Background: an optimization exercise with open tools, aiming at small area, a short achievable clock period and few clock cycles. Do not read the settings as production practice. At most, simulation tests tie the RTL to the original design; equivalence was not proved. Function not checked in runs 1, 5 and 6: the RTL went through the layout flow alone.

==> flow/config.mk <==
export PLATFORM = sky130hd
export DESIGN_NAME = motion_search_top
export DESIGN_NICKNAME = motion_search_top
export VERILOG_FILES = /design/flow/design.v
export SDC_FILE = /design/flow/constraint.sdc
export NUM_CORES = 4
export LEC_CHECK = 0
export ABC_AREA = 1
export CAP_MARGIN = 20
export CORE_MARGIN = 2
export CORE_UTILIZATION = 70
export CTS_CLUSTER_DIAMETER = 60
export CTS_CLUSTER_SIZE = 30
export SLEW_MARGIN = 20
export SETUP_SLACK_MARGIN = 7.0
==> flow/constraint.sdc <==
create_clock -name core_clock -period 10.0 [get_ports {clk_i}]
set_input_delay 2.0000 -clock core_clock [delete_from_list [all_inputs] [get_ports {clk_i}]]
set_output_delay 2.0000 -clock core_clock [all_outputs]
set_load 0.01 [all_outputs]
==> flow/design.v <==
package sad_pkg;
  localparam int PixelWidth = 8;
  localparam int SadWidth   = 17;   
  localparam int SumWidth   = 12;   
  localparam int SAddrWidth = 10;   
  localparam int RAddrWidth = 8;
  typedef logic [PixelWidth-1:0] pixel_t;
  typedef logic [SadWidth-1:0] sad_t;
  typedef logic [SumWidth-1:0] sum_t;
  typedef logic [SAddrWidth-1:0] saddr_t;
  typedef logic [RAddrWidth-1:0] raddr_t;
endpackage
`timescale 1ns/1ns
module sad_scan_decode #(
  parameter int SImgSize = 19,
  parameter int RImgSize = 4,
  parameter int Tail     = 4
) (
  input  logic   clk_i,
  input  logic   rst_ni,
  input  logic   start_i,
  input  logic   finish_i,
  output logic   busy_o,
  output sad_pkg::saddr_t smem_raddr_o,
  output sad_pkg::raddr_t ref_raddr_o,
  output logic   ref_load_o,    
  output logic   accept_o,      
  output logic   cand_vld_o,    
  output logic   scan_end_o     
);
  localparam int PixNum = SImgSize * SImgSize;
  localparam int RefNum = RImgSize * RImgSize;
  localparam int AddrW  = $clog2(PixNum);
  localparam int RefW   = $clog2(RefNum);
  localparam int PosW   = $clog2(SImgSize);
  logic             active;   
  logic             past;     
  logic [AddrW-1:0] addr;
  logic [RefW-1:0]  raddr;
  logic [PosW-1:0]  col;      
  logic             col_ge;   
  logic             row_ge;   
  logic             col_last;
  logic             pix_last;   
  logic             accept;
  logic             issue;    
  logic             addr_end;
  assign accept   = start_i && !busy_o;
  assign issue    = accept || active;
  assign col_last = col == PosW'(SImgSize - 1);
  assign pix_last = addr == AddrW'(PixNum - 1);
  assign addr_end = addr == AddrW'(PixNum - 1 + Tail);
  assign accept_o = accept && rst_ni;
  assign scan_end_o = active && addr_end;
  assign smem_raddr_o = sad_pkg::SAddrWidth'(addr);
  assign ref_raddr_o  = sad_pkg::RAddrWidth'(raddr);
  always_ff @(posedge clk_i) begin
    if (!rst_ni) begin
      busy_o      <= 1'b0;
      active      <= 1'b0;
      past        <= 1'b0;
      addr        <= '0;
      raddr       <= '0;
      col         <= '0;
      col_ge      <= 1'b0;
      row_ge      <= 1'b0;
      ref_load_o  <= 1'b0;
      cand_vld_o  <= 1'b0;
    end else begin
      if (accept) begin
        busy_o <= 1'b1;
      end else if (finish_i) begin
        busy_o <= 1'b0;
      end
      ref_load_o  <= accept || (raddr != '0);
      cand_vld_o  <= issue && col_ge && row_ge && !past;
      if (accept || (raddr != '0)) begin
        raddr <= raddr + 1'b1;
      end
      if (issue) begin
        if (addr_end) begin
          active <= 1'b0;
          past   <= 1'b0;
          addr   <= '0;
          col    <= '0;
          col_ge <= 1'b0;
          row_ge <= 1'b0;
        end else begin
          active <= 1'b1;
          addr   <= addr + 1'b1;
          if (pix_last) past <= 1'b1;
          if (addr == AddrW'((RImgSize - 1) * SImgSize - 1)) row_ge <= 1'b1;
          if (col_last) begin
            col    <= '0;
            col_ge <= 1'b0;
          end else begin
            col <= col + 1'b1;
            if (col == PosW'(RImgSize - 2)) col_ge <= 1'b1;
          end
        end
      end
    end
  end
endmodule
`timescale 1ns/1ns
module sad_pe_array #(
  parameter int SImgSize = 19,
  parameter int RImgSize = 4
) (
  input  logic   clk_i,
  input  logic   accept_i,
  input  logic   ref_load_i,
  input  sad_pkg::pixel_t search_pix_i,
  input  sad_pkg::pixel_t ref_pix_i,
  output sad_pkg::sum_t   sum_o
);
  localparam int RefNum  = RImgSize * RImgSize;
  localparam int LineLen = (RImgSize - 1) * SImgSize;
  localparam int SumW    = sad_pkg::SumWidth;
  localparam int ColW    = 10;   
  localparam sad_pkg::sum_t Offset = SumW'(-RefNum * 510);
  typedef logic [ColW-1:0] col_t;
  sad_pkg::pixel_t nref_q  [RefNum];      
  sad_pkg::sum_t   ref_sum_q;             
  logic            ref_add_q;             
  sad_pkg::pixel_t npix_q;                
  sad_pkg::pixel_t nline_q [LineLen];     
  sad_pkg::pixel_t ncol    [RImgSize];    
  sad_pkg::pixel_t npre    [RImgSize];    
  logic            gt_q    [RImgSize][RImgSize];   
  col_t            min_s   [RImgSize];
  col_t            min_c   [RImgSize];
  col_t            min_s_q [RImgSize];
  col_t            min_c_q [RImgSize];
  col_t            pix_sum;
  col_t            pix_sum_q;
  sad_pkg::sum_t   h_q     [RImgSize-1];
  function automatic sad_pkg::pixel_t nref_px(input int x, input int y);
    nref_px = nref_q[RefNum-1 - (RImgSize*y + x)];
  endfunction
  function automatic logic greater(input sad_pkg::pixel_t a, input sad_pkg::pixel_t nb);
    logic c;
    c = 1'b0;
    for (int i = 0; i < sad_pkg::PixelWidth; i++) c = (a[i] & nb[i]) | ((a[i] | nb[i]) & c);
    greater = c;
  endfunction
  function automatic logic [2*ColW-1:0] csa(input col_t a, input col_t b, input col_t c);
    csa = {((a & b) | (a & c) | (b & c)) << 1, a ^ b ^ c};
  endfunction
  always_ff @(posedge clk_i) begin
    if (ref_load_i) begin
      nref_q[0] <= ~ref_pix_i;
      for (int k = 1; k < RefNum; k++) nref_q[k] <= nref_q[k-1];
    end
  end
  always_ff @(posedge clk_i) begin
    ref_add_q <= ref_load_i;
    if (accept_i) begin
      ref_sum_q <= Offset;
    end else if (ref_add_q) begin
      ref_sum_q <= ref_sum_q + SumW'(~nref_q[0]);
    end
  end
  always_ff @(posedge clk_i) begin
    npix_q     <= ~search_pix_i;
    nline_q[0] <= npix_q;
    for (int k = 1; k < LineLen; k++) nline_q[k] <= nline_q[k-1];
  end
  always_comb begin
    for (int y = 0; y < RImgSize; y++) begin
      if (y == RImgSize - 1) begin
        ncol[y] = npix_q;
        npre[y] = ~search_pix_i;
      end else begin
        ncol[y] = nline_q[(RImgSize - 1 - y) * SImgSize - 1];
        npre[y] = nline_q[(RImgSize - 1 - y) * SImgSize - 2];
      end
    end
  end
  always_ff @(posedge clk_i) begin
    for (int y = 0; y < RImgSize; y++) begin
      for (int x = 0; x < RImgSize; x++) begin
        gt_q[y][x] <= greater(~npre[y], nref_px(x, y));
      end
    end
  end
  always_comb begin
    col_t m [RImgSize];
    col_t s1, c1;
    for (int x = 0; x < RImgSize; x++) begin
      for (int y = 0; y < RImgSize; y++) begin
        m[y] = ColW'(gt_q[y][x] ? nref_px(x, y) : ncol[y]);
      end
      {c1, s1} = csa(m[0], m[1], m[2]);
      {min_c[x], min_s[x]} = csa(s1, c1, m[3]);
    end
  end
  always_comb begin
    pix_sum = '0;
    for (int y = 0; y < RImgSize; y++) pix_sum = pix_sum + ColW'(~ncol[y]);
  end
  always_ff @(posedge clk_i) begin
    for (int x = 0; x < RImgSize; x++) begin
      min_s_q[x] <= ~min_s[x];   
      min_c_q[x] <= ~min_c[x];
    end
    pix_sum_q <= pix_sum;
  end
  always_ff @(posedge clk_i) begin
    h_q[0] <= ref_sum_q + SumW'(pix_sum_q) + {~min_s_q[0], 1'b0} + {~min_c_q[0], 1'b0};
    for (int x = 1; x < RImgSize - 1; x++) begin
      h_q[x] <= h_q[x-1] + SumW'(pix_sum_q) + {~min_s_q[x], 1'b0} + {~min_c_q[x], 1'b0};
    end
    sum_o <= h_q[RImgSize-2] + SumW'(pix_sum_q) +
             {~min_s_q[RImgSize-1], 1'b0} + {~min_c_q[RImgSize-1], 1'b0};
  end
endmodule
`timescale 1ns/1ns
module sad_min_select #(
  parameter int SImgSize = 19,
  parameter int RImgSize = 4,
  parameter int Latency  = 4    
) (
  input  logic   clk_i,
  input  logic   rst_ni,
  input  logic   accept_i,
  input  logic   cand_vld_i,    
  input  logic   scan_end_i,    
  input  sad_pkg::sum_t   sum_i,  
  input  sad_pkg::saddr_t raddr_i,  
  output logic   finish_o,
  output sad_pkg::sad_t   min_sad_o,
  output sad_pkg::saddr_t min_addr_o
);
  localparam int Offset = (RImgSize - 1) * (SImgSize + 1);   
  localparam int CandW  = 9;
  logic [Latency-2:0] vld_q;
  sad_pkg::sum_t      best_sad;
  logic [CandW-1:0]   best_addr;
  assign min_sad_o  = sad_pkg::SadWidth'(best_sad);
  assign min_addr_o = sad_pkg::SAddrWidth'(best_addr);
  always_ff @(posedge clk_i) begin
    if (!rst_ni) begin
      vld_q    <= '0;
      finish_o <= 1'b0;
    end else begin
      vld_q    <= {vld_q[Latency-3:0], cand_vld_i};
      finish_o <= scan_end_i;
    end
  end
  always_ff @(posedge clk_i) begin
    if (accept_i) begin
      best_sad  <= '1;   
    end else if (vld_q[Latency-2] && (sum_i < best_sad)) begin
      best_sad  <= sum_i;
      best_addr <= CandW'(raddr_i - sad_pkg::SAddrWidth'(Latency + Offset));
    end
  end
endmodule
`timescale 1ns/1ns
module motion_search_top #(
  parameter int SImgSize = 19,
  parameter int RImgSize = 4,
  parameter int PeNum    = 8    
) (
  input  logic   clk_i,
  input  logic   rst_ni,
  input  logic   start_i,
  input  sad_pkg::pixel_t smem_rdata_i,
  input  sad_pkg::pixel_t ref_rdata_i,
  output sad_pkg::saddr_t smem_raddr_o,
  output sad_pkg::raddr_t ref_raddr_o,
  output logic   busy_o,
  output logic   finish_o,
  output sad_pkg::sad_t   min_sad_o,
  output sad_pkg::saddr_t min_addr_o
);
  logic          ref_load;
  logic          accept;
  logic          cand_vld;
  logic          scan_end;
  sad_pkg::sum_t sum;
  sad_scan_decode #(
    .SImgSize(SImgSize),
    .RImgSize(RImgSize),
    .Tail    (4)
  ) i_decode (
    .clk_i       (clk_i),
    .rst_ni      (rst_ni),
    .start_i     (start_i),
    .finish_i    (finish_o),
    .busy_o      (busy_o),
    .smem_raddr_o(smem_raddr_o),
    .ref_raddr_o (ref_raddr_o),
    .ref_load_o  (ref_load),
    .accept_o    (accept),
    .cand_vld_o  (cand_vld),
    .scan_end_o  (scan_end)
  );
  sad_pe_array #(
    .SImgSize(SImgSize),
    .RImgSize(RImgSize)
  ) i_execute (
    .clk_i       (clk_i),
    .accept_i    (accept),
    .ref_load_i  (ref_load),
    .search_pix_i(smem_rdata_i),
    .ref_pix_i   (ref_rdata_i),
    .sum_o       (sum)
  );
  sad_min_select #(
    .SImgSize(SImgSize),
    .RImgSize(RImgSize),
    .Latency (4)
  ) i_result (
    .clk_i      (clk_i),
    .rst_ni     (rst_ni),
    .accept_i   (accept),
    .cand_vld_i (cand_vld),
    .scan_end_i (scan_end),
    .sum_i      (sum),
    .raddr_i    (smem_raddr_o),
    .finish_o   (finish_o),
    .min_sad_o  (min_sad_o),
    .min_addr_o (min_addr_o)
  );
endmodule
==> flow/flow/run.sh <==
#!/bin/bash
set -euo pipefail
MARGIN=$(cat flow/margin.txt)
echo "export SETUP_SLACK_MARGIN = $MARGIN" >> config.mk
bash standard.sh > standard.log 2>&1
==> flow/flow/margin.txt <==
7.0
==> flow/standard.sh <==
#!/bin/bash
# synth_recipe.tcl (not shown) runs the flow's synth.tcl, then flattens the netlist and writes it again
# the make line also repeats each setting of config.mk as NAME=value (left out here)
make -C /OpenROAD-flow-scripts/flow DESIGN_CONFIG=/design/flow/config.mk WORK_HOME=/design/flow/orfs CLKGATE_MAP_FILE= SYNTH_SCRIPT=/design/flow/synth_recipe.tcl "${@:-finish}"
==> flow_metrics.py, run 1 <==
metrics = {
    "logic_synthesis": {
        "yosysMostFrequentCell": "dfxtp_1",
        "synth_common_cells": "dfxtp_1, nand2_1, inv_1",
        "synthTopCellsByArea": "dfxtp_1, edfxtp_1, fa_1, nand2_1, inv_1",
        "synthCells": 2449,
        "avgSynthCellArea_um2": 11.4,
        "synth_top_area_cell": "dfxtp_1",
        "synth_seq_area_share_pct": 62.0,
        "synth.ff_latch_count": 797,
        "ys_warn_count": 14,
        "ys_types": 48,
        "ys.flop_type": "dfxtp_1",
        "async_flop_share_pct": 0,
        "synth-edff-count": 137,
        "synth_top_area_share_pct": 47.3,
        "mappedNetlistArea_um2": 27900,
    },
    "finish": {
        "fin_util_pct": 78.0,
        "n_antenna_cell": 0,
        "syn_to_final_growth_pct": 10.5,
        "final_layout_size_suffix_gt1_share_pct": 8.56,
        "finalNonFillerCells": 3117,
        "final_nets": 2820,
        "fin_area_um2": 30900,
    },
    "timing": {
        "clock_skew_ps": 35.3,
        "drv_slew": 0,
        "rsz0062_at_grt": "true",
        "fin_crit_ps": 3140,
        "period_share_pct": 31.4,
        "fmax_mhz": 318,
        "relSlewSlack_pct": 25.3,
        "setup_slack_ps": 6860,
        "tns_ps": 0,
        "worst_pin_slew_ps": 1120,
        "setup-violations-final": 0,
        "hold_violations": 0,
    },
    "clocking": {
        "cts_tree": "built",
        "path_clk_slew_ps": 100,
        "worstSkewPairLatency_ps": 610,
        "cts_sinks": 797,
        "cts_hold_buf": 0,
        "cts.path.max_buffers": 3,
        "cts-buffers-inserted": 43,
        "ctsRootBufferMaster": "clkbuf_16",
        "htreeDepth": 2,
    },
    "routing": {
        "drc": 0,
        "wl_per_cell_um": 20.1,
        "drt_pre_antenna_iters": 6,
        "postRouteWirelength_mm": 62.7,
        "first_iter_violations": 1669,
        "vias_per_cell": 5.47,
        "detail-route-antenna-nets": 0,
        "dr_total_vias": 17058,
    },
    "setup_path": {
        "crit_buf_inv": 1,
        "cp_max_fo": 1,
        "max_stage_delay_ps": 390,
        "cp.arrival_ps": 1140,
        "critPathKind": "flop to output pin",
        "cp_slowest_cell": "edfxtp_1",
        "cp-end-kind": "output pin",
        "crit_chain": "buf_2",
        "start_kind": "flop",
        "crit_family": "flip-flops",
        "required_ps": 8000,
    },
    "global_routing": {
        "grt_overflow": 0,
        "met1_usage_pct": 40.1,
        "grt_pass1_vias": 17179,
        "track_usage_pct": 31.1,
        "antenna_found_initial": 0,
        "grtUsageMet2_pct": 51.6,
        "grt_max_degree": 82,
        "grt_pass1_wl_mm": 96.0,
        "busiest_layer": "met2",
        "use_met3_pct": 6.33,
    },
    "floorplan": {
        "core_um2": 39500,
        "rows": 73,
        "io_pins": 66,
        "die_area_um2": 41500,
        "die_h_um": 204,
        "start_util_pct": 70.6,
        "fp.dieW_um": 204,
    },
    "placed_design": {
        "pre_cts_slack_ps": 5890,
        "place_area_um2": 29000,
        "io_buffers": 54,
        "place_congestion": 0.985,
        "dpl.hpwl_mm": 45.0,
        "placedCellCount": 3001,
    },
    "worst_hold_path": {
        "hp-class": "flop to flop",
    },
    "run_status": {
        "status": "finished clean",
    },
    "job": {
        "max-cap-violations": 0,
    },
}
[kinds of logic after synthesis]
group                    synth area share [%]
flip-flops                               62.0
AND/OR/NAND/NOR                          9.01
buffers and inverters                    6.02
AO/OA/AOI/OAI                            6.57
adder cells (fa/ha/maj)                  14.7
XOR/XNOR                                 1.60
other                                  0.0134
multiplexers                           0.0358
[per-layer routing]
metal  part of all wire [%]  vias up
li1                       -     7973
met1                     40     8242
met2                     49      694
met3                    7.1      149
met4                    4.2        0
met5                      0        -
[final cells by class]
cell class	instances	area, µm²
clock buffers	50	1110
repair inverters	1	7.51
multi-input cells	1231	9010
well taps	525	657
fillers	2389	8690
clock inverters	25	362
repair buffers	95	851
inverters	393	1480
flip-flops and latches	797	17400
[repair_timing]
item / 4_1_cts / 5_1_grt
endpoints found under the setup margin: 74 / 51
pin swaps: 1 / 5
buffers inserted: 26 / 14
resized for setup: 213 / 20
cloned: 1 / 0
[sequential cells by signal (all words and copies together), names as in the netlist, 3 cells and up]
| name | cells |
|---|---|
| i_result.vld_q | 3 |
| i_decode.col | 5 |
| i_execute.sum_o | 12 |
| i_execute.min_c_q | 32 |
| i_execute.nline_q | 456 |
| i_result.best_addr | 9 |
| i_execute.gt_q | 16 |
| i_execute.ref_sum_q | 12 |
| i_execute.min_s_q | 36 |
| i_decode.addr | 9 |
| i_execute.pix_sum_q | 10 |
| i_decode.raddr | 4 |
| i_result.best_sad | 12 |
| i_execute.h_q | 36 |
| i_execute.nref_q | 128 |
| i_execute.npix_q | 8 |
[final timing paths]
kind,from,end,slack [ps],cells past startpoint
worst max-delay path,i_result.best_addr[7],min_addr_o[7],6860,1
worst min-delay path,i_execute.nline_q[38][0],i_execute.nline_q[39][0],320,0
worst max register to register,i_execute.nline_q[18][1],i_execute.pix_sum_q[7],7070,12
worst min register to register,i_execute.nline_q[38][0],i_execute.nline_q[39][0],320,0
[metrics by stage]
| stage | hold WS [ps] |
|---|---|
| after floorplan | 310 |
| after global placement | 310 |
| after detailed placement | 312 |
| after CTS | 314 |
| after global routing | 316 |
| final | 320 |
[layout by cell type, fill, tap and decap left out, types with 7 or more instances in the layout]
cell	synthesis	final
dfxtp_1	660	628
nand2_1	399	396
inv_1	389	385
fa_1	149	147
o21ai_0	139	137
edfxtp_1	137	137
nor2_1	88	87
ha_1	90	87
a21oi_1	86	85
nand3_1	68	68
xor2_1	43	43
clkbuf_16	0	43
buf_4	12	40
o22ai_1	31	31
buf_6	1	27
nand4_1	25	25
dfxtp_2	0	24
clkdlybuf4s50_1	0	17
a22o_1	13	13
o211ai_1	11	11
conb_1	1	11
buf_2	7	9
xnor2_1	8	8
o21ai_1	6	8
dfxtp_4	0	8
nor3_1	7	7
[worst register-to-register path, cell delays in order (launching register included)]
cell and delay [ps]:
dfxtp_1 370, inv_2 80, fa_1 520, fa_1 520
ha_2 190, inv_1 60, fa_1 450, nand3b_1 190
nand2_2 130, a21oi_1 80, nor2_1 90, nor2_1 50
xnor2_1 120
==> run 2, diff against run 1 <==
--- a/flow/design.v
+++ b/flow/design.v
@@ -25,5 +25,5 @@
   output sad_pkg::raddr_t ref_raddr_o,
   output logic   ref_load_o,    
-  output logic   accept_o,      
+  output logic   accepted_o,    
   output logic   cand_vld_o,    
   output logic   scan_end_o     
@@ -51,5 +51,4 @@
   assign pix_last = addr == AddrW'(PixNum - 1);
   assign addr_end = addr == AddrW'(PixNum - 1 + Tail);
-  assign accept_o = accept && rst_ni;
   assign scan_end_o = active && addr_end;
   assign smem_raddr_o = sad_pkg::SAddrWidth'(addr);
@@ -66,4 +65,5 @@
       row_ge      <= 1'b0;
       ref_load_o  <= 1'b0;
+      accepted_o  <= 1'b0;
       cand_vld_o  <= 1'b0;
     end else begin
@@ -74,4 +74,5 @@
       end
       ref_load_o  <= accept || (raddr != '0);
+      accepted_o  <= accept;
       cand_vld_o  <= issue && col_ge && row_ge && !past;
       if (accept || (raddr != '0)) begin
@@ -109,5 +110,5 @@
 ) (
   input  logic   clk_i,
-  input  logic   accept_i,
+  input  logic   accept_i,      
   input  logic   ref_load_i,
   input  sad_pkg::pixel_t search_pix_i,
@@ -224,5 +225,5 @@
   input  logic   clk_i,
   input  logic   rst_ni,
-  input  logic   accept_i,
+  input  logic   accept_i,      
   input  logic   cand_vld_i,    
   input  logic   scan_end_i,    
@@ -251,7 +252,11 @@
   always_ff @(posedge clk_i) begin
     if (accept_i) begin
-      best_sad  <= '1;   
+      best_sad <= '1;   
     end else if (vld_q[Latency-2] && (sum_i < best_sad)) begin
-      best_sad  <= sum_i;
+      best_sad <= sum_i;
+    end
+  end
+  always_ff @(posedge clk_i) begin
+    if (vld_q[Latency-2] && (sum_i < best_sad)) begin
       best_addr <= CandW'(raddr_i - sad_pkg::SAddrWidth'(Latency + Offset));
     end
@@ -277,5 +282,5 @@
 );
   logic          ref_load;
-  logic          accept;
+  logic          accepted;
   logic          cand_vld;
   logic          scan_end;
@@ -294,5 +299,5 @@
     .ref_raddr_o (ref_raddr_o),
     .ref_load_o  (ref_load),
-    .accept_o    (accept),
+    .accepted_o  (accepted),
     .cand_vld_o  (cand_vld),
     .scan_end_o  (scan_end)
@@ -303,5 +308,5 @@
   ) i_execute (
     .clk_i       (clk_i),
-    .accept_i    (accept),
+    .accept_i    (accepted),
     .ref_load_i  (ref_load),
     .search_pix_i(smem_rdata_i),
@@ -316,5 +321,5 @@
     .clk_i      (clk_i),
     .rst_ni     (rst_ni),
-    .accept_i   (accept),
+    .accept_i   (accepted),
     .cand_vld_i (cand_vld),
     .scan_end_i (scan_end),
--- a/flow/config.mk
+++ b/flow/config.mk
@@ -10,4 +10,5 @@
 export CORE_MARGIN = 2
 export CORE_UTILIZATION = 70
+export CTS_BUF_LIST = sky130_fd_sc_hd__clkbuf_16 sky130_fd_sc_hd__clkbuf_8
 export CTS_CLUSTER_DIAMETER = 60
 export CTS_CLUSTER_SIZE = 30
==> run 2 against run 1 <==
- maximum frequency rose by 1.8%
- routed wire length grew 0.61%
- via count increased by 0.65%
- first-iteration DRC count rose by 0.96%
- sequential cell count rose by 1
- synthesized area barely moved
- die area about the same
- largest cell class unchanged
==> flow_metrics.py, run 2 <==
metrics = {
    "finish": {
        "final_cell_mix": "dfxtp_1, inv_1, nand2_1",
        "layout.cells.most_common": "dfxtp_1",
        "final_nets": 2807,
        "finalNonFillerCells": 3107,
        "final_layout_size_suffix_gt1_share_pct": 8.21,
        "reg.largest.list": "i_execute.nline_q: 456 flops, i_execute.nref_q: 128 flops",
        "regMostFlops": "i_execute.nline_q",
        "n_antenna_cell": 0,
        "syn_to_final_growth_pct": 10.1,
        "nFillCells": 2392,
        "largest_reg_flops": 456,
    },
    "global_routing": {
        "grt_overflow": 0,
        "antenna_found_initial": 1,
        "grt_pass1_wl_mm": 96.1,
        "grt_pass1_vias": 17312,
        "grt_max_degree": 68,
        "track_usage_pct": 31.0,
    },
    "floorplan": {
        "die_area_um2": 41500,
        "io_pins": 66,
        "start_util_pct": 70.7,
        "fp.dieW_um": 204,
        "rows": 73,
        "die_h_um": 204,
        "core_um2": 39500,
    },
    "run_status": {
        "status": "finished clean",
    },
    "setup_path": {
        "start_kind": "flop",
        "startpoint": "i_result.best_addr[2]",
        "max_stage_delay_ps": 360,
        "cp-end-kind": "output pin",
        "cp_max_fo": 1,
        "reg2reg_depth": 12,
        "crit_buf_inv": 1,
        "required_ps": 8000,
        "crit_family": "flip-flops",
        "path_depth": 1,
        "r2r-start": "i_execute.nline_q[18][1]",
        "crit_chain": "buf_2",
        "cp_slowest_cell": "edfxtp_1",
        "critPathKind": "flop to output pin",
        "cp.arrival_ps": 1090,
        "reg2reg_slack_ps": 7100,
    },
    "timing": {
        "tns_ps": 0,
        "relSlewSlack_pct": 28.4,
        "fmax_mhz": 324,
        "hold_violations": 0,
        "period_share_pct": 30.9,
        "whs_ps": 311,
        "drv_slew": 0,
        "setup_slack_ps": 6910,
        "rsz0062_at_grt": "true",
        "worst_pin_slew_ps": 1060,
        "setup-violations-final": 0,
        "fin_crit_ps": 3090,
        "clock_skew_ps": 47.1,
    },
    "routing": {
        "first_iter_violations": 1685,
        "drt_pre_antenna_iters": 6,
        "vias_per_cell": 5.53,
        "drc": 0,
        "detail-route-antenna-nets": 0,
        "postRouteWirelength_mm": 63.1,
        "wl_per_cell_um": 20.3,
        "dr_total_vias": 17169,
    },
    "logic_synthesis": {
        "synth_common_cells": "dfxtp_1, inv_1, nand2_1",
        "synth.ff_latch_count": 798,
        "async_flop_share_pct": 0,
        "synth_top_area_share_pct": 47.3,
        "avgSynthCellArea_um2": 11.4,
        "yosysMostFrequentCell": "dfxtp_1",
        "ys_types": 48,
        "synth-edff-count": 137,
        "synthTopCellsByArea": "dfxtp_1, edfxtp_1, fa_1, inv_1, nand2_1",
        "mappedNetlistArea_um2": 28000,
        "synth_seq_area_share_pct": 62.1,
        "synthCells": 2443,
        "synth_top_area_cell": "dfxtp_1",
        "ys_warn_count": 14,
        "ys.flop_type": "dfxtp_1",
    },
    "worst_hold_path": {
        "hp-start": "i_execute.nline_q[52][1]",
        "min_path_cells": 0,
        "hp-class": "flop to flop",
    },
    "clocking": {
        "cts_sinks": 798,
        "ctsRootBufferMaster": "clkbuf_16",
        "cts.path.max_buffers": 3,
        "cts_hold_buf": 0,
        "cts-buffers-inserted": 42,
        "htreeDepth": 2,
        "cts_tree": "built",
        "worstSkewPairLatency_ps": 620,
        "path_clk_slew_ps": 100,
    },
    "placed_design": {
        "place_congestion": 0.969,
        "pre_cts_slack_ps": 6420,
        "io_buffers": 54,
        "placedCellCount": 2995,
        "dpl.hpwl_mm": 45.9,
    },
    "job": {
        "max-cap-violations": 0,
    },
}
[run 2: logic make-up (layout without fill, tap and decap cells)]
family,Yosys count,count (layout),synth area share (%)
AOI/OAI and AO/OA,324,324,6.57
other,1,11,0.0134
buffers and inverters,441,570,6.15
adders and majority gates,239,239,14.7
DFF,798,798,62.1
xor gates and xnor gates,52,52,1.63
and+or+nand+nor,588,588,8.87
[run 2: per-stage QoR]
stage               cell area [µm²]  util [%]
detailed placement            29000      73.3
global placement              29000      73.3
CTS                           30700      77.5
floorplan                     28000         -
finish                        30800      77.8
global route                  30800      77.8
[run 2: final cells by class]
type | instances | area (µm²) | area share (%)
clock buffer | 45 | 1130 | 3.66
clock inverter | 32 | 323 | 1.05
inverter | 403 | 1520 | 4.93
multi-input combinational | 1214 | 8940 | 29.0
sequential | 798 | 17400 | 56.6
tap | 525 | 657 | 2.13
timing repair buffer | 90 | 807 | 2.62
[run 2: worst paths after layout]
kind                                    to
setup / recovery             min_addr_o[2]
hold / removal    i_execute.nline_q[53][1]
setup reg to reg    i_execute.pix_sum_q[7]
hold reg to reg   i_execute.nline_q[53][1]
[run 2: routing by layer]
layer | vias to the layer above | GRT usage, % | routed length (µm)
li1 | 7942 | - | -
met1 | 8284 | 40.5 | 24900
met2 | 788 | 51.3 | 30500
met3 | 153 | 6.57 | 5360
met4 | 2 | 11.8 | 2340
met5 | - | 0 | 9
[run 2: repair_timing]
| item | in CTS | in global routing |
|---|---|---|
| pin swaps | 0 | 2 |
| endpoints found under the setup margin | 38 | 54 |
| endpoints found under the hold margin | 0 | 0 |
| cloned | 0 | 0 |
| gates resized for setup | 206 | 19 |
| setup buffers | 25 | 10 |
Testbench counts of run 2, summed over its fixed seeds: cycles 23,416.
==> run 3, diff against run 2 <==
--- a/flow/config.mk
+++ b/flow/config.mk
@@ -10,5 +10,4 @@
 export CORE_MARGIN = 2
 export CORE_UTILIZATION = 70
-export CTS_BUF_LIST = sky130_fd_sc_hd__clkbuf_16 sky130_fd_sc_hd__clkbuf_8
 export CTS_CLUSTER_DIAMETER = 60
 export CTS_CLUSTER_SIZE = 30
==> run 3 against run 2 <==
- first-iteration DRC count grew 6.9%
- critical path type unchanged
- die area is the same
- routed wire length is essentially flat
- clock skew shrank 2.1 ps
- sequential share of layout area is the same
==> flow_metrics.py, run 3 <==
metrics = {
    "run_status": {
        "status": "finished clean",
    },
    "finish": {
        "nFillCells": 2392,
        "final_nets": 2807,
        "layout.cells.most_common": "dfxtp_1",
        "fin_area_um2": 30800,
        "regMostFlops": "i_execute.nline_q",
        "largest_reg_flops": 456,
        "syn_to_final_growth_pct": 10.1,
        "final_layout_size_suffix_gt1_share_pct": 8.21,
        "n_antenna_cell": 0,
        "reg.largest.list": "i_execute.nline_q: 456 flops, i_execute.nref_q: 128 flops",
        "final_cell_mix": "dfxtp_1, inv_1, nand2_1",
    },
    "logic_synthesis": {
        "yosys.area_share.xor_xnor_pct": 1.63,
        "synth_common_cells": "dfxtp_1, inv_1, nand2_1",
        "synthTopCellsByArea": "dfxtp_1, edfxtp_1, fa_1, inv_1, nand2_1",
        "avgSynthCellArea_um2": 11.4,
        "synth_top_family_by_area": "adder cells",
        "ys_warn_count": 14,
        "synthAdderAreaFrac_pct": 14.7,
        "synth_top_area_share_pct": 47.3,
        "ys_types": 48,
        "mappedNetlistArea_um2": 28000,
        "yosysMostFrequentCell": "dfxtp_1",
        "synth_mux_area_share_pct": 0,
        "synth.ff_latch_count": 798,
        "synth_compound_area_share_pct": 6.57,
        "synth-edff-count": 137,
        "ys.flop_type": "dfxtp_1",
        "synth_top_area_cell": "dfxtp_1",
        "yosys.area_share.simple_pct": 8.87,
        "synthCells": 2443,
        "synth_seq_area_share_pct": 62.1,
        "async_flop_share_pct": 0,
    },
    "routing": {
        "vias_per_cell": 5.53,
        "detail-route-antenna-nets": 0,
        "postRouteWirelength_mm": 63.1,
        "wl_per_cell_um": 20.3,
        "drt_pre_antenna_iters": 6,
        "first_iter_violations": 1802,
        "drc": 0,
        "dr_total_vias": 17173,
    },
    "timing": {
        "whs_ps": 312,
        "clock_skew_ps": 45.0,
        "drv_slew": 0,
        "worst_pin_slew_ps": 1010,
        "hold_violations": 0,
        "period_share_pct": 30.9,
        "relSlewSlack_pct": 32.6,
        "fmax_mhz": 324,
        "rsz0062_at_grt": "true",
        "tns_ps": 0,
        "setup-violations-final": 0,
        "fin_crit_ps": 3090,
    },
    "global_routing": {
        "grt_pass1_vias": 17318,
        "grt_pass1_wl_mm": 96.0,
        "track_usage_pct": 31.0,
        "antenna_found_initial": 1,
        "grt_max_degree": 68,
        "grt_overflow": 0,
    },
    "placed_design": {
        "dpl.hpwl_mm": 45.9,
        "place_area_um2": 29000,
        "place_congestion": 0.969,
        "io_buffers": 54,
    },
    "setup_path": {
        "max_stage_delay_ps": 360,
        "required_ps": 8000,
        "critPathKind": "flop to output pin",
        "cp-end-kind": "output pin",
        "cp_max_fo": 1,
        "crit_buf_inv": 1,
        "cp.arrival_ps": 1090,
        "crit_chain": "buf_2",
        "start_kind": "flop",
        "crit_family": "flip-flops",
        "cp_slowest_cell": "edfxtp_1",
    },
    "worst_hold_path": {
        "hp-class": "flop to flop",
    },
    "floorplan": {
        "core_um2": 39500,
        "start_util_pct": 70.7,
        "die_area_um2": 41500,
        "rows": 73,
        "die_h_um": 204,
        "io_pins": 66,
        "fp.dieW_um": 204,
    },
    "clocking": {
        "worstSkewPairLatency_ps": 610,
        "htreeDepth": 2,
        "cts-buffers-inserted": 42,
        "ctsRootBufferMaster": "clkbuf_16",
        "cts.path.max_buffers": 3,
        "cts_sinks": 798,
        "path_clk_slew_ps": 100,
        "cts_tree": "built",
    },
    "job": {
        "max-cap-violations": 0,
    },
}
[run 3: cell counts after synthesis]
Identical to the previous run, type by type.
[run 3: layer usage]
layer  up-vias  share of wire [%]  GRT usage [%]  routed length, µm
met5         -              0.019              0                 12
met4         2                3.6           12.0               2270
met3       137                8.4           6.55               5280
met2       756                 48           51.3              30500
met1      8341                 40           40.5              25000
li1       7937                  -              -                  -
[run 3: worst paths after layout]
kind / end / slack (ps) / depth (start not counted) / start
worst min register to register: i_execute.nline_q[53][1] / 310 / 0 / i_execute.nline_q[52][1]
worst max-delay path: min_addr_o[2] / 6910 / 1 / i_result.best_addr[2]
worst min-delay path: i_execute.nline_q[53][1] / 310 / 0 / i_execute.nline_q[52][1]
worst max register to register: i_execute.pix_sum_q[7] / 7100 / 12 / i_execute.nline_q[18][1]
[run 3: repair_timing]
action                                  4_1_cts  5_1_grt
cloned                                        0        0
endpoints found under the setup margin       38       54
pin swaps                                     0        2
gates resized for setup                     206       19
hold endpoints to repair                      0        0
buffers inserted                             25       10
hold buffers                                  0        0
[run 3: cells by family (layout without fill, tap and decap cells)]
group,Yosys count,in the layout
AOI/OAI and AO/OA,324,324
DFF,798,798
xor gates and xnor gates,52,52
other,1,11
and+or+nand+nor,588,588
adders and majority gates,239,239
buffers and inverters,441,570
[run 3: layout make-up]
type / instances / area (µm²) / area share [%]
flip-flops and latches: 798 / 17400 / 56.6
multi-input cells: 1214 / 8940 / 29.0
inverters: 403 / 1520 / 4.93
clock buffers: 56 / 1170 / 3.79
repair buffers: 90 / 807 / 2.62
well taps: 525 / 657 / 2.13
clock inverters: 21 / 282 / 0.915
[run 3: stage by stage]
step | util [%] | worst slack, ps | std cells
2_1_floorplan | - | 7170 | 2453
3_3_place_gp | 73.3 | 6510 | 2995
3_5_place_dp | 73.3 | 6420 | 2995
4_1_cts | 77.5 | 6880 | 3097
5_1_grt | 77.8 | 6870 | 3107
6_report | 77.8 | 6910 | 3107
==> run 4, diff against run 3 <==
--- a/flow/design.v
+++ b/flow/design.v
@@ -239,4 +239,11 @@
   sad_pkg::sum_t      best_sad;
   logic [CandW-1:0]   best_addr;
+  logic               better;      
+  always_comb begin
+    better = 1'b0;
+    for (int i = 0; i < sad_pkg::SumWidth; i++) begin
+      better = (best_sad[i] & ~sum_i[i]) | ((best_sad[i] | ~sum_i[i]) & better);
+    end
+  end
   assign min_sad_o  = sad_pkg::SadWidth'(best_sad);
   assign min_addr_o = sad_pkg::SAddrWidth'(best_addr);
@@ -253,10 +260,10 @@
     if (accept_i) begin
       best_sad <= '1;   
-    end else if (vld_q[Latency-2] && (sum_i < best_sad)) begin
+    end else if (vld_q[Latency-2] && better) begin
       best_sad <= sum_i;
     end
   end
   always_ff @(posedge clk_i) begin
-    if (vld_q[Latency-2] && (sum_i < best_sad)) begin
+    if (vld_q[Latency-2] && better) begin
       best_addr <= CandW'(raddr_i - sad_pkg::SAddrWidth'(Latency + Offset));
     end
==> run 4 against run 3 <==
- routed wire length shrank 7.2%
- still clean on timing, DRC and antenna
- global-route usage shrank 1.6 points
- clock-buffer cell count grew 1
==> flow_metrics.py, run 4 <==
metrics = {
    "setup_path": {
        "crit_chain": "buf_2",
        "crit_buf_inv": 1,
        "cp-end-kind": "output pin",
        "r2r-start": "i_execute.nline_q[18][3]",
        "cp.arrival_ps": 1100,
        "path_depth": 1,
        "required_ps": 8000,
        "cp_slowest_cell": "edfxtp_1",
        "r2r_end": "i_execute.pix_sum_q[8]",
        "startpoint": "i_result.best_addr[0]",
        "endpoint": "min_addr_o[0]",
        "cp_max_fo": 1,
        "critPathKind": "flop to output pin",
        "reg2reg_depth": 12,
        "crit_family": "flip-flops",
        "max_stage_delay_ps": 370,
        "reg2reg_slack_ps": 7060,
        "start_kind": "flop",
    },
    "clocking": {
        "path_clk_slew_ps": 100,
        "cts.path.max_buffers": 3,
        "cts_sinks": 798,
        "cts_tree": "built",
        "htreeDepth": 2,
        "cts-buffers-inserted": 42,
        "ctsRootBufferMaster": "clkbuf_16",
        "worstSkewPairLatency_ps": 600,
    },
    "finish": {
        "syn_to_final_growth_pct": 11.0,
        "seq_area_um2": 17400,
        "nFillCells": 2318,
        "final_cell_mix": "dfxtp_1, inv_1, nand2_1",
        "final_nets": 2687,
        "multi_input_area_um2": 8550,
        "final_layout_size_suffix_gt1_share_pct": 9.18,
        "finalNonFillerCells": 2991,
        "regMostFlops": "i_execute.nline_q",
        "layout.cells.most_common": "dfxtp_1",
        "largest_reg_flops": 456,
        "fin_util_pct": 78.6,
        "fin_area_um2": 30400,
        "reg.largest.list": "i_execute.nline_q: 456 flops, i_execute.nref_q: 128 flops",
    },
    "routing": {
        "vias_per_cell": 5.39,
        "postRouteWirelength_mm": 58.5,
        "wl_per_cell_um": 19.6,
        "drc": 0,
        "drt_pre_antenna_iters": 6,
        "first_iter_violations": 1605,
        "detail-route-antenna-nets": 0,
        "dr_total_vias": 16127,
    },
    "logic_synthesis": {
        "yosys.area_share.simple_pct": 7.18,
        "async_flop_share_pct": 0,
        "synth_top_area_cell": "dfxtp_1",
        "synthAdderAreaFrac_pct": 14.5,
        "synth.ff_latch_count": 798,
        "synth_top_family_by_area": "adder cells",
        "synth_top_area_share_pct": 48.4,
        "yosysMostFrequentCell": "dfxtp_1",
        "mappedNetlistArea_um2": 27400,
        "avgSynthCellArea_um2": 11.8,
        "ys_warn_count": 14,
        "synth-edff-count": 137,
        "synth_seq_area_share_pct": 63.4,
        "synthTopCellsByArea": "dfxtp_1, edfxtp_1, fa_1, inv_1, nand2_1",
        "ys.flop_type": "dfxtp_1",
        "yosys.area_share.xor_xnor_pct": 1.76,
        "ys_types": 43,
        "synth_common_cells": "dfxtp_1, inv_1, nand2_1",
        "synth_compound_area_share_pct": 7.00,
        "synth_mux_area_share_pct": 0.329,
        "synthCells": 2322,
    },
    "timing": {
        "worst_pin_slew_ps": 959,
        "setup-violations-final": 0,
        "relSlewSlack_pct": 36.1,
        "drv_slew": 0,
        "tns_ps": 0,
        "clock_skew_ps": 30.0,
        "period_share_pct": 31.0,
        "rsz0062_at_grt": "true",
        "fin_crit_ps": 3100,
        "hold_violations": 0,
        "setup_slack_ps": 6900,
        "fmax_mhz": 323,
    },
    "floorplan": {
        "fp.dieW_um": 202,
        "rows": 72,
        "start_util_pct": 70.8,
        "die_h_um": 202,
        "core_um2": 38600,
        "die_area_um2": 40700,
        "io_pins": 66,
    },
    "global_routing": {
        "grt_overflow": 0,
        "antenna_found_initial": 1,
        "grt_pass1_wl_mm": 90.8,
        "grt_pass1_vias": 16400,
        "grt_max_degree": 71,
        "track_usage_pct": 29.4,
    },
    "run_status": {
        "status": "finished clean",
    },
    "placed_design": {
        "dpl.hpwl_mm": 42.0,
        "pre_cts_slack_ps": 6110,
        "place_congestion": 0.933,
        "placedCellCount": 2869,
        "io_buffers": 54,
        "place_area_um2": 28400,
    },
    "worst_hold_path": {
        "hp-class": "flop to flop",
    },
    "job": {
        "max-cap-violations": 0,
    },
}
run 4: metal layers:
layer  wire [µm]  up-vias  track usage (%)
met2       28400      626             49.5
met1       24500     7772             39.7
li1            -     7610                -
met3        3920      119             4.45
met4        1800        0             9.43
met5           0        -                0
run 4: cell families (layout without fill, tap and decap cells):
logic type	after synthesis	in the layout
flip-flops	798	798
XOR/XNOR	55	55
other	1	12
adder cells (fa/ha/maj)	228	228
AND/OR/NAND/NOR	480	480
AO/OA/AOI/OAI	345	345
buffers and inverters	406	546
multiplexers	9	9
run 4: what timing repair did:
item / in CTS / in global routing
pin swaps: 5 / 16
endpoints found under the hold margin: 0 / 0
endpoints found under the setup margin: 51 / 51
hold buffers: 0 / 0
resized for setup: 229 / 27
buffers inserted: 32 / 13
run 4: area by class of cell:
class | count | share of cell area, %
multi-input cells | 1128 | 28.1
well taps | 518 | 2.13
repair buffers | 101 | 2.89
flip-flops and latches | 798 | 57.3
inverters | 369 | 4.58
diodes | 1 | 0.00824
clock inverters | 19 | 0.939
clock buffers | 57 | 3.99
run 4: how the worst min path moves through the flow:
stage,startpoint,endpoint,slack (ps),cells past startpoint
final,i_execute.nline_q[19][0],i_execute.nline_q[20][0],330,0
after global placement,i_execute.nline_q[7][0],i_execute.nline_q[8][0],310,0
after floorplan,i_execute.nline_q[9][0],i_execute.nline_q[10][0],310,0
after detailed placement,i_execute.nline_q[2][4],i_execute.nline_q[3][4],310,0
after CTS,i_execute.nline_q[50][1],i_execute.nline_q[51][1],320,0
after global routing,i_execute.nline_q[50][1],i_execute.nline_q[51][1],330,0
run 4: metrics by stage:
step           hold slack, ps
3_5_place_dp              312
6_report                  326
2_1_floorplan             310
3_3_place_gp              310
5_1_grt                   328
4_1_cts                   324
Testbench counts of run 4, summed over its fixed seeds: cycles 23,416.
==> run 5, diff against run 4 <==
--- a/flow/design.v
+++ b/flow/design.v
@@ -46,4 +46,12 @@
   logic             issue;    
   logic             addr_end;
+  function automatic logic [AddrW-1:0] incr(input logic [AddrW-1:0] v);
+    logic c;
+    c = 1'b1;
+    for (int i = 0; i < AddrW; i++) begin
+      incr[i] = v[i] ^ c;
+      c = v[i] & c;
+    end
+  endfunction
   assign accept   = start_i && !busy_o;
   assign issue    = accept || active;
@@ -77,5 +85,5 @@
       cand_vld_o  <= issue && col_ge && row_ge && !past;
       if (accept || (raddr != '0)) begin
-        raddr <= raddr + 1'b1;
+        raddr <= RefW'(incr(AddrW'(raddr)));
       end
       if (issue) begin
@@ -89,5 +97,5 @@
         end else begin
           active <= 1'b1;
-          addr   <= addr + 1'b1;
+          addr   <= incr(addr);
           if (pix_last) past <= 1'b1;
           if (addr == AddrW'((RImgSize - 1) * SImgSize - 1)) row_ge <= 1'b1;
@@ -96,5 +104,5 @@
             col_ge <= 1'b0;
           end else begin
-            col <= col + 1'b1;
+            col <= PosW'(incr(AddrW'(col)));
             if (col == PosW'(RImgSize - 2)) col_ge <= 1'b1;
           end
@@ -146,4 +154,24 @@
     greater = c;
   endfunction
+  function automatic sad_pkg::sum_t add(input sad_pkg::sum_t a, input sad_pkg::sum_t b);
+    sad_pkg::sum_t g, p, pg, pp;
+    g  = a & b;
+    p  = a ^ b;
+    pg = g;
+    pp = p;
+    for (int d = 1; d < SumW; d = 2 * d) begin
+      for (int i = 2 * d - 1; i < SumW; i += 2 * d) begin
+        pg[i] = pg[i] | (pp[i] & pg[i-d]);
+        pp[i] = pp[i] & pp[i-d];
+      end
+    end
+    for (int d = 1 << ($clog2(SumW) - 1); d >= 1; d = d / 2) begin
+      for (int i = 3 * d - 1; i < SumW; i += 2 * d) begin
+        pg[i] = pg[i] | (pp[i] & pg[i-d]);
+        pp[i] = pp[i] & pp[i-d];
+      end
+    end
+    add = p ^ {pg[SumW-2:0], 1'b0};
+  endfunction
   function automatic logic [2*ColW-1:0] csa(input col_t a, input col_t b, input col_t c);
     csa = {((a & b) | (a & c) | (b & c)) << 1, a ^ b ^ c};
@@ -160,5 +188,5 @@
       ref_sum_q <= Offset;
     end else if (ref_add_q) begin
-      ref_sum_q <= ref_sum_q + SumW'(~nref_q[0]);
+      ref_sum_q <= add(ref_sum_q, SumW'(~nref_q[0]));
     end
   end
==> run 5 against run 4 <==
- synthesized area decreased by 0.59%
- utilization increased by 1.0 points
- die area decreased by 0.58%
- still clean on timing, DRC and antenna
- critical path depth unchanged
- hold slack got worse by 3.3 ps
- sequential share of layout area decreased by 0.45 points
- register-to-register slack got worse by 80 ps
==> flow_metrics.py, run 5 <==
metrics = {
    "timing": {
        "rsz0062_at_grt": "true",
        "setup_slack_ps": 6850,
        "period_share_pct": 31.5,
        "relSlewSlack_pct": 27.6,
        "hold_violations": 0,
        "setup-violations-final": 0,
        "drv_slew": 0,
        "clock_skew_ps": 33.7,
        "fin_crit_ps": 3150,
        "fmax_mhz": 317,
        "tns_ps": 0,
        "worst_pin_slew_ps": 1080,
    },
    "clocking": {
        "cts.path.max_buffers": 3,
        "cts-buffers-inserted": 41,
        "cts_sinks": 798,
        "path_clk_slew_ps": 100,
        "ctsRootBufferMaster": "clkbuf_16",
        "cts_tree": "built",
        "cts_hold_buf": 0,
        "worstSkewPairLatency_ps": 610,
        "htreeDepth": 2,
    },
    "floorplan": {
        "die_area_um2": 40400,
        "io_pins": 66,
        "rows": 72,
        "fp.dieW_um": 201,
        "core_um2": 38500,
        "die_h_um": 201,
        "start_util_pct": 70.7,
    },
    "routing": {
        "route.met2.wl_mm": 28.4,
        "wl_met1_mm": 23.8,
        "vias_per_cell": 5.48,
        "detail-route-antenna-nets": 0,
        "first_iter_violations": 1407,
        "wl_per_cell_um": 20.3,
        "drt_pre_antenna_iters": 7,
        "postRouteWirelength_mm": 59.7,
        "met3RoutedLength_mm": 5.19,
        "dr_total_vias": 16149,
        "drc": 0,
        "top_layer": "met5",
    },
    "setup_path": {
        "start_kind": "flop",
        "critPathKind": "flop to output pin",
        "cp_max_fo": 1,
        "cp_slowest_cell": "edfxtp_1",
        "crit_chain": "buf_2",
        "required_ps": 8000,
        "reg2reg_slack_ps": 6980,
        "crit_family": "flip-flops",
        "endpoint": "min_addr_o[1]",
        "cp-end-kind": "output pin",
        "cp.arrival_ps": 1150,
        "r2r-start": "i_execute.min_c_q[3][3]",
        "reg2reg_depth": 14,
        "max_stage_delay_ps": 400,
        "startpoint": "i_result.best_addr[1]",
        "path_depth": 1,
        "crit_buf_inv": 1,
        "r2r_end": "i_execute.sum_o[11]",
    },
    "finish": {
        "layout.cells.most_common": "dfxtp_1",
        "syn_to_final_growth_pct": 12.7,
        "final_nets": 2655,
        "regMostFlops": "i_execute.nline_q",
        "reg.largest.list": "i_execute.nline_q: 456 flops, i_execute.nref_q: 128 flops",
        "fin_util_pct": 79.6,
        "fin_area_um2": 30600,
        "nFillCells": 2241,
        "final_layout_size_suffix_gt1_share_pct": 12.2,
        "final_cell_mix": "dfxtp_1, inv_1, nand2_1",
        "largest_reg_flops": 456,
    },
    "placed_design": {
        "place_congestion": 0.966,
        "dpl.hpwl_mm": 42.2,
        "pre_cts_slack_ps": 5750,
        "io_buffers": 54,
        "place_area_um2": 28200,
    },
    "global_routing": {
        "grt_max_degree": 72,
        "grt_pass1_vias": 16359,
        "antenna_found_initial": 4,
        "track_usage_pct": 30.2,
        "grt_pass1_wl_mm": 91.5,
        "grt_overflow": 0,
    },
    "logic_synthesis": {
        "yosysMostFrequentCell": "dfxtp_1",
        "synth-edff-count": 137,
        "synth_top_area_cell": "dfxtp_1",
        "mappedNetlistArea_um2": 27200,
        "synth_top_area_share_pct": 48.7,
        "async_flop_share_pct": 0,
        "synthCells": 2264,
        "ys_types": 42,
        "synth_common_cells": "dfxtp_1, inv_1, nand2_1",
        "avgSynthCellArea_um2": 12.0,
        "ys.flop_type": "dfxtp_1",
        "synthTopCellsByArea": "dfxtp_1, edfxtp_1, fa_1, inv_1, ha_1",
        "synth_seq_area_share_pct": 63.8,
        "ys_warn_count": 14,
        "synth.ff_latch_count": 798,
    },
    "run_status": {
        "status": "finished clean",
    },
    "job": {
        "max-cap-violations": 0,
    },
    "worst_hold_path": {
        "hp-class": "flop to flop",
    },
}
## run 5: cell types whose count changed after synthesis, moves of 12 or more
cell / before / now
a31oi_1: 1 / 13
nand2_1: 323 / 292
nand3_1: 67 / 45
o21ai_0: 209 / 188
## run 5: cell families (layout without fill, tap and decap cells)
family / after synthesis / in the layout / share of synthesized area (%)
AND/OR/NAND/NOR: 422 / 422 / 6.22
other: 1 / 12 / 0.0138
buffers and inverters: 401 / 555 / 5.76
AO/OA/AOI/OAI: 354 / 354 / 7.44
flip-flops: 798 / 798 / 63.8
XOR/XNOR: 48 / 48 / 1.55
adder cells (fa/ha/maj): 240 / 240 / 15.2
## run 5: routing by layer
metal / global-route usage (%) / vias to the layer above
met4: 11.6 / 2
met1: 39.8 / 7829
met3: 6.79 / 146
met2: 49.3 / 704
met5: 0 / -
li1: - / 7468
## run 5: what timing repair did
action,in CTS,in global routing
pin swaps,21,61
gates resized for setup,264,66
endpoints found under the hold margin,0,0
endpoints found under the setup margin,73,69
setup buffers,32,31
## run 5: final cells by class
class	count	area (µm²)	area share [%]
Clock buffer	54	1160	3.78
Inverter	362	1370	4.46
Sequential cell	798	17400	56.9
Clock inverter	21	348	1.14
Timing Repair Buffer	118	1010	3.28
Multi-Input combinational cell	1075	8680	28.3
Antenna cell	1	2.50	0.00817
Tap cell	518	648	2.12
## run 5: metrics by stage
stage               hold WS [ps]  cells
finish                       322   2947
global route                 330   2946
CTS                          324   2915
detailed placement           312   2808
global placement             310   2808
floorplan                    310   2274
## run 5: worst min-delay path by stage
stage                          endpoint  depth (start not counted)                      from
4_1_cts        i_execute.nline_q[46][5]                          0  i_execute.nline_q[45][5]
3_3_place_gp   i_execute.nline_q[30][1]                          0  i_execute.nline_q[29][1]
2_1_floorplan  i_execute.nline_q[10][0]                          0   i_execute.nline_q[9][0]
5_1_grt         i_execute.nline_q[7][0]                          0   i_execute.nline_q[6][0]
6_report       i_execute.nline_q[45][7]                          0  i_execute.nline_q[44][7]
3_5_place_dp   i_execute.nline_q[30][5]                          0  i_execute.nline_q[29][5]
==> run 6, diff against run 5 <==
--- a/flow/design.v
+++ b/flow/design.v
@@ -46,12 +46,4 @@
   logic             issue;    
   logic             addr_end;
-  function automatic logic [AddrW-1:0] incr(input logic [AddrW-1:0] v);
-    logic c;
-    c = 1'b1;
-    for (int i = 0; i < AddrW; i++) begin
-      incr[i] = v[i] ^ c;
-      c = v[i] & c;
-    end
-  endfunction
   assign accept   = start_i && !busy_o;
   assign issue    = accept || active;
@@ -85,5 +77,5 @@
       cand_vld_o  <= issue && col_ge && row_ge && !past;
       if (accept || (raddr != '0)) begin
-        raddr <= RefW'(incr(AddrW'(raddr)));
+        raddr <= raddr + 1'b1;
       end
       if (issue) begin
@@ -97,5 +89,5 @@
         end else begin
           active <= 1'b1;
-          addr   <= incr(addr);
+          addr   <= addr + 1'b1;
           if (pix_last) past <= 1'b1;
           if (addr == AddrW'((RImgSize - 1) * SImgSize - 1)) row_ge <= 1'b1;
@@ -104,5 +96,5 @@
             col_ge <= 1'b0;
           end else begin
-            col <= PosW'(incr(AddrW'(col)));
+            col <= col + 1'b1;
             if (col == PosW'(RImgSize - 2)) col_ge <= 1'b1;
           end
@@ -174,4 +166,15 @@
     add = p ^ {pg[SumW-2:0], 1'b0};
   endfunction
+  function automatic logic [2*SumW-1:0] csa12(input sad_pkg::sum_t a, input sad_pkg::sum_t b,
+                                              input sad_pkg::sum_t c);
+    csa12 = {((a & b) | (a & c) | (b & c)) << 1, a ^ b ^ c};
+  endfunction
+  function automatic sad_pkg::sum_t add4(input sad_pkg::sum_t a, input sad_pkg::sum_t b,
+                                         input sad_pkg::sum_t c, input sad_pkg::sum_t d);
+    sad_pkg::sum_t s1, c1, s2, c2;
+    {c1, s1} = csa12(a, b, c);
+    {c2, s2} = csa12(s1, c1, d);
+    add4 = add(s2, c2);
+  endfunction
   function automatic logic [2*ColW-1:0] csa(input col_t a, input col_t b, input col_t c);
     csa = {((a & b) | (a & c) | (b & c)) << 1, a ^ b ^ c};
@@ -226,6 +229,7 @@
   end
   always_comb begin
-    pix_sum = '0;
-    for (int y = 0; y < RImgSize; y++) pix_sum = pix_sum + ColW'(~ncol[y]);
+    sad_pkg::sum_t v;
+    v = add4(SumW'(~ncol[0]), SumW'(~ncol[1]), SumW'(~ncol[2]), SumW'(~ncol[3]));
+    pix_sum = v[ColW-1:0];
   end
   always_ff @(posedge clk_i) begin
@@ -237,10 +241,10 @@
   end
   always_ff @(posedge clk_i) begin
-    h_q[0] <= ref_sum_q + SumW'(pix_sum_q) + {~min_s_q[0], 1'b0} + {~min_c_q[0], 1'b0};
+    h_q[0] <= add4(ref_sum_q, SumW'(pix_sum_q), {~min_s_q[0], 1'b0}, {~min_c_q[0], 1'b0});
     for (int x = 1; x < RImgSize - 1; x++) begin
-      h_q[x] <= h_q[x-1] + SumW'(pix_sum_q) + {~min_s_q[x], 1'b0} + {~min_c_q[x], 1'b0};
+      h_q[x] <= add4(h_q[x-1], SumW'(pix_sum_q), {~min_s_q[x], 1'b0}, {~min_c_q[x], 1'b0});
     end
-    sum_o <= h_q[RImgSize-2] + SumW'(pix_sum_q) +
-             {~min_s_q[RImgSize-1], 1'b0} + {~min_c_q[RImgSize-1], 1'b0};
+    sum_o <= add4(h_q[RImgSize-2], SumW'(pix_sum_q),
+                  {~min_s_q[RImgSize-1], 1'b0}, {~min_c_q[RImgSize-1], 1'b0});
   end
 endmodule
==> run 6 against run 5 <==
- still clean on timing, DRC and antenna
- global-route usage down 2.2 points
- synthesized cell count up 0.75%
- critical path depth is 14 higher
==> flow_metrics.py, run 6 <==
metrics = {
    "timing": {
        "period_share_pct": 31.4,
        "clock_skew_ps": 23.9,
        "fmax_mhz": 319,
        "tns_ps": 0,
        "rsz0062_at_grt": "true",
        "worst_pin_slew_ps": 1100,
        "hold_violations": 0,
        "drv_slew": 0,
        "relSlewSlack_pct": 26.4,
        "fin_crit_ps": 3140,
        "setup-violations-final": 0,
    },
    "clocking": {
        "worstSkewPairLatency_ps": 610,
        "ctsRootBufferMaster": "clkbuf_16",
        "cts.path.max_buffers": 3,
        "cts_sinks": 798,
        "cts_tree": "built",
        "cts_hold_buf": 0,
        "cts-buffers-inserted": 41,
        "htreeDepth": 2,
        "path_clk_slew_ps": 110,
    },
    "logic_synthesis": {
        "synth_seq_area_share_pct": 63.7,
        "ys_types": 35,
        "avgSynthCellArea_um2": 11.9,
        "synth_top_area_share_pct": 48.6,
        "synth_common_cells": "dfxtp_1, inv_1, nand2_1",
        "synth-edff-count": 137,
        "async_flop_share_pct": 0,
        "ys_warn_count": 14,
        "yosysMostFrequentCell": "dfxtp_1",
        "synthTopCellsByArea": "dfxtp_1, edfxtp_1, fa_1, inv_1, nand2_1",
        "synth.ff_latch_count": 798,
        "synth_top_area_cell": "dfxtp_1",
        "mappedNetlistArea_um2": 27200,
        "ys.flop_type": "dfxtp_1",
        "synthCells": 2281,
    },
    "floorplan": {
        "fp.dieW_um": 201,
        "start_util_pct": 70.6,
        "die_h_um": 201,
        "core_um2": 38600,
        "die_area_um2": 40500,
        "io_pins": 66,
        "rows": 72,
    },
    "placed_design": {
        "io_buffers": 54,
        "dpl.hpwl_mm": 38.0,
        "place_congestion": 0.915,
    },
    "routing": {
        "drc": 0,
        "first_iter_violations": 1264,
        "detail-route-antenna-nets": 0,
        "dr_total_vias": 15641,
        "wl_per_cell_um": 18.5,
        "postRouteWirelength_mm": 54.7,
        "vias_per_cell": 5.28,
        "drt_pre_antenna_iters": 7,
    },
    "global_routing": {
        "met1_usage_pct": 38.5,
        "grtUsageMet2_pct": 46.5,
        "grt_max_degree": 80,
        "antenna_found_initial": 7,
        "grt_overflow": 0,
        "track_usage_pct": 27.9,
        "grt_pass1_wl_mm": 86.3,
        "use_met3_pct": 3.56,
        "busiest_layer": "met2",
        "grt_pass1_vias": 16020,
    },
    "finish": {
        "largest_reg_flops": 456,
        "syn_to_final_growth_pct": 11.8,
        "final_nets": 2669,
        "layout.cells.most_common": "dfxtp_1",
        "reg.largest.list": "i_execute.nline_q: 456 flops, i_execute.nref_q: 128 flops",
        "final_layout_size_suffix_gt1_share_pct": 11.4,
        "regMostFlops": "i_execute.nline_q",
        "final_cell_mix": "dfxtp_1, inv_1, nand2_1",
    },
    "setup_path": {
        "required_ps": 10490,
        "critPathKind": "flop to flop",
        "start_kind": "flop",
        "max_stage_delay_ps": 490,
        "cp-end-kind": "flop",
        "crit_buf_inv": 4,
        "cp.arrival_ps": 3630,
        "cp_max_fo": 2,
        "cp_slowest_cell": "fa_1",
        "crit_family": "adder cells",
        "crit_chain": "inv_2 > fa_1 > inv_1 > fa_1 > ha_2 > inv_2 > fa_2 > inv_2 > nand3_2 > nand2_2 > a21oi_2 > o21bai_2 > nand3_1 > nand2_2 > fa_1",
    },
    "worst_hold_path": {
        "hp-class": "flop to flop",
    },
    "run_status": {
        "status": "finished clean",
    },
    "job": {
        "max-cap-violations": 0,
    },
}
[run 6: cell count changes in the layout (fill, tap and decap cells not counted), sizes merged, moves of 8 or more]
cell and change:
ha -17, fa +19, inv +71, o21ai -13, xor2 -10, a21oi -12
nand3 +12, buf -8
[run 6: worst paths after layout]
| check | start | endpoint | slack [ps] | cells after the start |
|---|---|---|---|---|
| setup / recovery | i_execute.ref_sum_q[2] | i_execute.h_q[0][10] | 6860 | 15 |
| hold / removal | i_execute.nline_q[27][0] | i_execute.nline_q[28][0] | 330 | 0 |
| setup reg to reg | i_execute.ref_sum_q[2] | i_execute.h_q[0][10] | 6860 | 15 |
| hold reg to reg | i_execute.nline_q[27][0] | i_execute.nline_q[28][0] | 330 | 0 |
[run 6: routing by layer]
layer | wire (µm) | part of all wire [%]
met5 | 0 | 0
met4 | 1660 | 3.0
met3 | 3380 | 6.2
met2 | 26700 | 49
met1 | 23000 | 42
[run 6: repair_timing]
item                       in CTS  in global routing
setup buffers                  48                  7
gates resized for setup       251                 35
setup endpoints to repair      75                 80
hold endpoints to repair        0                  0
pin swaps                      37                 14
[run 6: logic make-up after synthesis]
family | Yosys count | share of synthesized area, %
adder cells (fa/ha/maj) | 242 | 15.8
XOR/XNOR | 36 | 1.16
AO/OA/AOI/OAI | 320 | 6.55
flip-flops | 798 | 63.7
other | 1 | 0.0138
AND/OR/NAND/NOR | 415 | 6.08
buffers and inverters | 469 | 6.66
[run 6: stage by stage]
| step | setup slack, ps | hold WS, ps | util (%) | instances | instance area (µm²) |
|---|---|---|---|---|---|
| floorplan | 6960 | 310 | - | 2291 | 27300 |
| global placement | 5830 | 310 | 73.5 | 2828 | 28300 |
| detailed placement | 5810 | 312 | 73.5 | 2828 | 28300 |
| CTS | 6850 | 330 | 78.6 | 2950 | 30300 |
| global route | 6730 | 335 | 79.0 | 2960 | 30400 |
| finish | 6860 | 327 | 79.0 | 2960 | 30400 |
[run 6: layout make-up]
cell class                 count  area (µm²)
clock buffer                  53        1140
inverter                     433        1640
tap                          518         648
antenna                        3        7.51
timing repair buffer         110         957
clock inverter                21         279
multi-input combinational   1024        8350
fill                        2252        8110
sequential                   798       17400

-- afterwards: timing with drivers on the ports --
No port has a modelled driver above. Below, the same layouts with a new extraction and two added sets of constraints.
Step 1 sets driving cells, clkbuf_16 on the clock port and buf_2 on the other inputs (assumed; they add their load-dependent delay and slew).
Step 2, shift: input delay + t, output delay - t, t = (earliest + latest rising clock arrival at the registers) / 2. This alone moves slack from input paths to output paths.
Three values: ideal, step 1, step 2; two values: the first two.
| run | t, ns | setup WS [ns] | worst setup path at the end | worst slew at a driven data input, ns |
|---|---|---|---|---|
| run 1 | 0.655 | 6.858 / 6.799 / 6.414 | input to register | 0.05 |
| run 2 | 0.647 | 6.913 / 6.858 / 6.417 | input to register | 0.05 |
| run 3 | 0.649 | 6.912 / 6.856 / 6.391 | input to register | 0.05 |
| run 4 | 0.640 | 6.903 / 6.848 / 6.449 | input to register | 0.04 |
| run 5 | 0.647 | 6.847 / 6.790 / 6.411 | input to register | 0.04 |
| run 6 | 0.657 | 6.862 / 6.826 / 6.480 | input to register | 0.09 |
After both steps setup and hold are still met in every run listed. The setup slack of run 3, which loses most, moves by -0.056 ns with the drivers and by -0.521 ns with both steps.
